Source: an optimization exercise on an open RTL-to-GDS flow (aim: small area, a short achievable clock period and few clock cycles per item). Production flows keep margins and buffers that such runs may drop. Only simulation tests tie the RTL to the original design; equivalence was not proved.

== nickel ==
==> flow/design.v (excerpt) <==
module extended_euclid_gcd_unit (
    input  logic        i_clk,
    input  logic        i_rst_n,
    input  logic        i_req_valid,
    output logic        o_req_stall,
    input  logic [61:0] i_req,
    output logic        o_rsp_valid,
    input  logic        i_rsp_stall,
    output logic [94:0] o_rsp
);
    logic       w_idle, w_up, w_lvl0;
    logic [3:0] w_ccmd;
    logic       w_r1_zero, w_ge1, w_ge2;
    eeg_ctrl u_ctrl (
        .i_clk       (i_clk),
        .i_rst_n     (i_rst_n),
        .i_req_valid (i_req_valid),
        .o_req_stall (o_req_stall),
        .o_rsp_valid (o_rsp_valid),
        .i_rsp_stall (i_rsp_stall),
        .i_r1_zero   (w_r1_zero),
        .i_ge1       (w_ge1),
        .i_ge2       (w_ge2),
        .o_idle      (w_idle),
        .o_up        (w_up),
        .o_lvl0      (w_lvl0),
        .o_ccmd      (w_ccmd)
    );
    eeg_dp u_dp (
        .i_clk      (i_clk),
        .i_a        (i_req[61:31]),
        .i_b        (i_req[30:0]),
        .i_idle     (w_idle),
        .i_up       (w_up),
        .i_lvl0     (w_lvl0),
        .i_ccmd     (w_ccmd),
        .o_r1_zero  (w_r1_zero),
        .o_ge1      (w_ge1),
        .o_ge2      (w_ge2),
        .o_rsp      (o_rsp)
    );
endmodule
Size in the first run: roughly 200 flip-flops, ~160 I/O pins, ~15000 sq um of cells after synthesis.
export LEC_CHECK = 0
export CAP_MARGIN = 20
export CORE_MARGIN = 2
export CORE_UTILIZATION = 40
export SETUP_SLACK_MARGIN = 5
export SLEW_MARGIN = 20
create_clock -name core_clock -period 8.0 [get_ports {i_clk}]
standard.sh (not shown) runs the stock make flow with config.mk's settings and CLKGATE_MAP_FILE= SYNTH_SCRIPT=/design/flow/synth_recipe.tcl, a recipe that flattens the netlist after the stock synthesis.
==> flow/flow/run.sh <==
#!/bin/bash
# Own flow: the standard layout, with the port buffers made from
# sky130_fd_sc_hd__buf_2 cells instead of the flow's default pick.
set -o pipefail
export BUFFER_PORTS_ARGS="-buffer_cell sky130_fd_sc_hd__buf_2"
bash standard.sh > standard.log 2>&1
Testbench counts of nickel, summed over its fixed seeds: cycles 69,827, items 1,200.
For amber, these inputs were changed with respect to nickel:
Settings: PLACE_DENSITY newly set to 0.75; CORE_UTILIZATION changed from 40 to 65.
==> flow/run.sh (new file) <==
#!/bin/bash
# synth_recipe.tcl (not shown) runs the flow's synth.tcl, then flattens the netlist and writes it again
# the make line also repeats each setting of config.mk as NAME=value (left out here)
make -C /OpenROAD-flow-scripts/flow DESIGN_CONFIG=/design/flow/config.mk WORK_HOME=/design/flow/orfs CLKGATE_MAP_FILE= SYNTH_SCRIPT=/design/flow/synth_recipe.tcl finish
removed: flow/flow/run.sh
removed: flow/standard.sh
- Each of the runs, namely amber and nickel, reached the end of the flow and came out clean.
- Share of the clock period used by the worst path after layout was higher in the run labelled amber.
- amber ends up with lower share of layout cells above drive strength 1 than nickel does.
- Global routing met2 resource utilization was lower in nickel than in amber.
- Delta (amber minus nickel): final routed DRC violation total now sits at about the same level.
- Per the comparison of amber with nickel, placeable core area fell by about 40%, met1 capacity usage during global routing has increased, sequential share of layout area moved down.
Modified inputs, lagoon compared to amber
Settings: CORE_UTILIZATION changed from 65 to 50; PLACE_DENSITY removed (was 0.75).
Notes after the runs:
- lagoon finished every step from synthesis to the final layout, and the layout passed the timing, DRC and antenna checks.
- Between amber and lagoon, via count is higher for amber, lagoon comes in under that.
- Diff amber -> lagoon: final cell count without fillers increased by 107 relative to the old numbers, arrival time at the worst endpoint fell 0.14 ns, layout overhead on the synthesized area climbed 2.6 points, design area rose 2.0%.
- Amount of wire on met2 after detailed routing: lagoon vs amber, no meaningful difference
- Floorplan check, lagoon vs amber: die outline larger in lagoon
- Area occupied by multi-input gates (lagoon vs. amber) increases slightly
- The peak per-stage delay on the critical path of lagoon falls short of that of amber by 0.12 ns.
Setup changes, lagoon to garnet
Settings: changing CORE_UTILIZATION from 50 to 40.
[summary]
Looking at ratio of final minimum period to clock period across garnet and lagoon, the one that comes out higher is lagoon. When garnet is measured against lagoon, its number of well taps turns out 20% higher. Lower worst setup slack after placement was reported by lagoon, not garnet. Looking at met1 usage, garnet sits 3.9 points below lagoon. garnet: half-perimeter wire length after detailed placement is 1700 um higher than what lagoon reported.

---

## run A
extended_euclid_gcd_unit again, from the RTL that the note above started with.
==> flow/design.v (excerpt) <==
module extended_euclid_gcd_unit (
    input  logic        i_clk,
    input  logic        i_rst_n,
    input  logic        i_req_valid,
    output logic        o_req_stall,
    input  logic [61:0] i_req,
    output logic        o_rsp_valid,
    input  logic        i_rsp_stall,
    output logic [94:0] o_rsp
);
    logic       w_idle, w_up, w_lvl0;
    logic [3:0] w_ccmd;
    logic       w_r1_zero, w_ge1, w_ge2;
    eeg_ctrl u_ctrl (
        .i_clk       (i_clk),
        .i_rst_n     (i_rst_n),
        .i_req_valid (i_req_valid),
        .o_req_stall (o_req_stall),
        .o_rsp_valid (o_rsp_valid),
        .i_rsp_stall (i_rsp_stall),
        .i_r1_zero   (w_r1_zero),
        .i_ge1       (w_ge1),
        .i_ge2       (w_ge2),
        .o_idle      (w_idle),
        .o_up        (w_up),
        .o_lvl0      (w_lvl0),
        .o_ccmd      (w_ccmd)
    );
    eeg_dp u_dp (
        .i_clk      (i_clk),
        .i_a        (i_req[61:31]),
        .i_b        (i_req[30:0]),
        .i_idle     (w_idle),
        .i_up       (w_up),
        .i_lvl0     (w_lvl0),
        .i_ccmd     (w_ccmd),
        .o_r1_zero  (w_r1_zero),
        .o_ge1      (w_ge1),
        .o_ge2      (w_ge2),
        .o_rsp      (o_rsp)
    );
endmodule
clock: 8.0 ns
lec_check: 0
cap_margin: 20
core_margin: 2
core_utilization: 40
setup_slack_margin: 5
slew_margin: 20
==> flow/flow/run.sh <==
#!/bin/bash
# Own flow: the standard layout, with the port buffers made from
# sky130_fd_sc_hd__buf_1 cells instead of the flow's default pick.
set -o pipefail
cp standard.sh standard.sh.txt 2>/dev/null
export BUFFER_PORTS_ARGS="-buffer_cell sky130_fd_sc_hd__buf_1"
bash standard.sh > standard.log 2>&1
Testbench counts of run A, summed over its fixed seeds: cycles 69,827, items 1,200.
Relative to run A, the following input files were edited for run B:
Settings: changing SETUP_SLACK_MARGIN from 5 to 4.75.
==> flow/run.sh (new file) <==
#!/bin/bash
# synth_recipe.tcl (not shown) runs the flow's synth.tcl, then flattens the netlist and writes it again
# the make line also repeats each setting of config.mk as NAME=value (left out here)
make -C /OpenROAD-flow-scripts/flow DESIGN_CONFIG=/design/flow/config.mk WORK_HOME=/design/flow/orfs CLKGATE_MAP_FILE= SYNTH_SCRIPT=/design/flow/synth_recipe.tcl finish
removed: flow/flow/run.sh
removed: flow/standard.sh
--- outcome ---
- Looking at the reports, run B completed the entire flow and the layout it produced met the timing, DRC and antenna checks.
- Run B: number of buffers other than clock buffers in the final layout 42 below run A
- Looking only at final period demand of the worst path, and setting everything else aside, the higher value of run B and run A goes to run B.
- Re fraction of met2 tracks used by global routing: run B is 0.63 points down on run A.
- Relative area change from synthesis to final layout: run B vs run A up 0.63 points
- Re final critical-path share of the clock period: run B and run A aren't equal, and the higher value belongs to run B.
- Summary of the comparison: number of global-route vias before repair is lower in run B, relative to run A.
- Run B vs run A: final area up
- Run B vs run A on estimated wirelength of the detail-placed design: run B is the higher one.
### run B -> run C
Settings: SETUP_SLACK_MARGIN: 4.75 -> 5.
==> flow/flow/run.sh (new file) <==
#!/bin/bash
# Own flow: the standard layout, with the port buffers made from
# sky130_fd_sc_hd__buf_1 cells instead of the flow's default pick.
set -o pipefail
export BUFFER_PORTS_ARGS="-buffer_cell sky130_fd_sc_hd__buf_1"
bash standard.sh > standard.log 2>&1
==> flow/standard.sh (new file) <==
#!/bin/bash
# synth_recipe.tcl (not shown) runs the flow's synth.tcl, then flattens the netlist and writes it again
# the make line also repeats each setting of config.mk as NAME=value (left out here)
make -C /OpenROAD-flow-scripts/flow DESIGN_CONFIG=/design/flow/config.mk WORK_HOME=/design/flow/orfs CLKGATE_MAP_FILE= SYNTH_SCRIPT=/design/flow/synth_recipe.tcl "${@:-finish}"
removed: flow/run.sh
[summary]
Category of the critical setup timing path = register to register: run C; category of the critical setup timing path = register to output pin: run B. Run C ended up with a lower post-route fraction of the period consumed by the critical path than run B did. Layout overhead on the synthesized area, run B and run C: smaller value in run C. Per the comparison of run C with run B, critical path depth increased by 11 relative to the old numbers, routed wire length increased by 2.2% relative to the old numbers, slew at the pin with the worst max-slew slack decreased by 0.038 ns relative to the old numbers. Going from run B to run C, the register share of the cell area was found to have gone up by 0.40 points.
Input-level comparison between run D and run C:
Settings: an added CTS_BUF_LIST of sky130_fd_sc_hd__clkbuf_4 sky130_fd_sc_hd__clkbuf_8.
==> comparison <==
Utilization: run D > run C. The sequential cell area share reported for run D is smaller than that of run C by 0.32 points.
diff inputs: run D => run E
Settings: CTS_BUF_LIST no longer set, was sky130_fd_sc_hd__clkbuf_4 sky130_fd_sc_hd__clkbuf_8; CORE_UTILIZATION now 45, was 40; PLACE_DENSITY now 0.6, previously not set.
Results
- Looking at die outline height, run E sits below run D.
- Run E vs run D, last element of the critical path: u_dp.r_sr[28] vs u_dp.r_r0[6]
- There was hardly any difference in post-placement cell area between run E and run D.
- Side by side, critical path depth turned out higher in run E than in run D.
- Highest clock frequency the design can meet of run E falls short of that of run D slightly.
- Summary of run E over run D: net total in the final layout comparable, total non-filler cell area in the finished layout went up 1.9%, global router's overall resource usage shows an increase of 2.1 points, die extent in x went down about 5.6%.
- Run E contains more vias than run D.

[afterwards: timing with drivers on the ports]
Ports are ideal in the flow. The routed layouts listed here were re-timed in OpenROAD.
Step 1, drivers: a clkbuf_16 drives i_clk and a buf_2 each remaining input, both assumed.
Step 2 also shifts input and output timing later by t, the mid clock arrival at the registers, as if the neighbouring blocks saw the same clock.
Slacks: ideal ports / drivers / drivers and shift; pairs: ideal ports / drivers.
run | t (ns) | slack for setup (ns) | worst setup path after step 2
nickel | 0.607 | 4.946 / 4.893 / 4.967 | register to register
amber | 0.582 | 4.732 / 4.732 / 4.732 | register to register
lagoon | 0.579 | 4.871 / 4.871 / 4.871 | register to register
garnet | 0.611 | 4.919 / 4.867 / 4.839 | input to register
run A | 0.609 | 5.012 / 4.983 / 5.012 | register to register
run B | 0.603 | 4.725 / 4.671 / 4.842 | input to register
run C | 0.609 | 5.012 / 4.983 / 5.012 | register to register
run D | 0.641 | 4.990 / 4.948 / 4.990 | register to register
run E | 0.577 | 4.955 / 4.955 / 4.955 | register to register
After both steps every run listed still meets setup and hold. For garnet, which loses most, drivers alone change the setup slack by -0.052 ns; drivers and shift together by -0.080 ns.
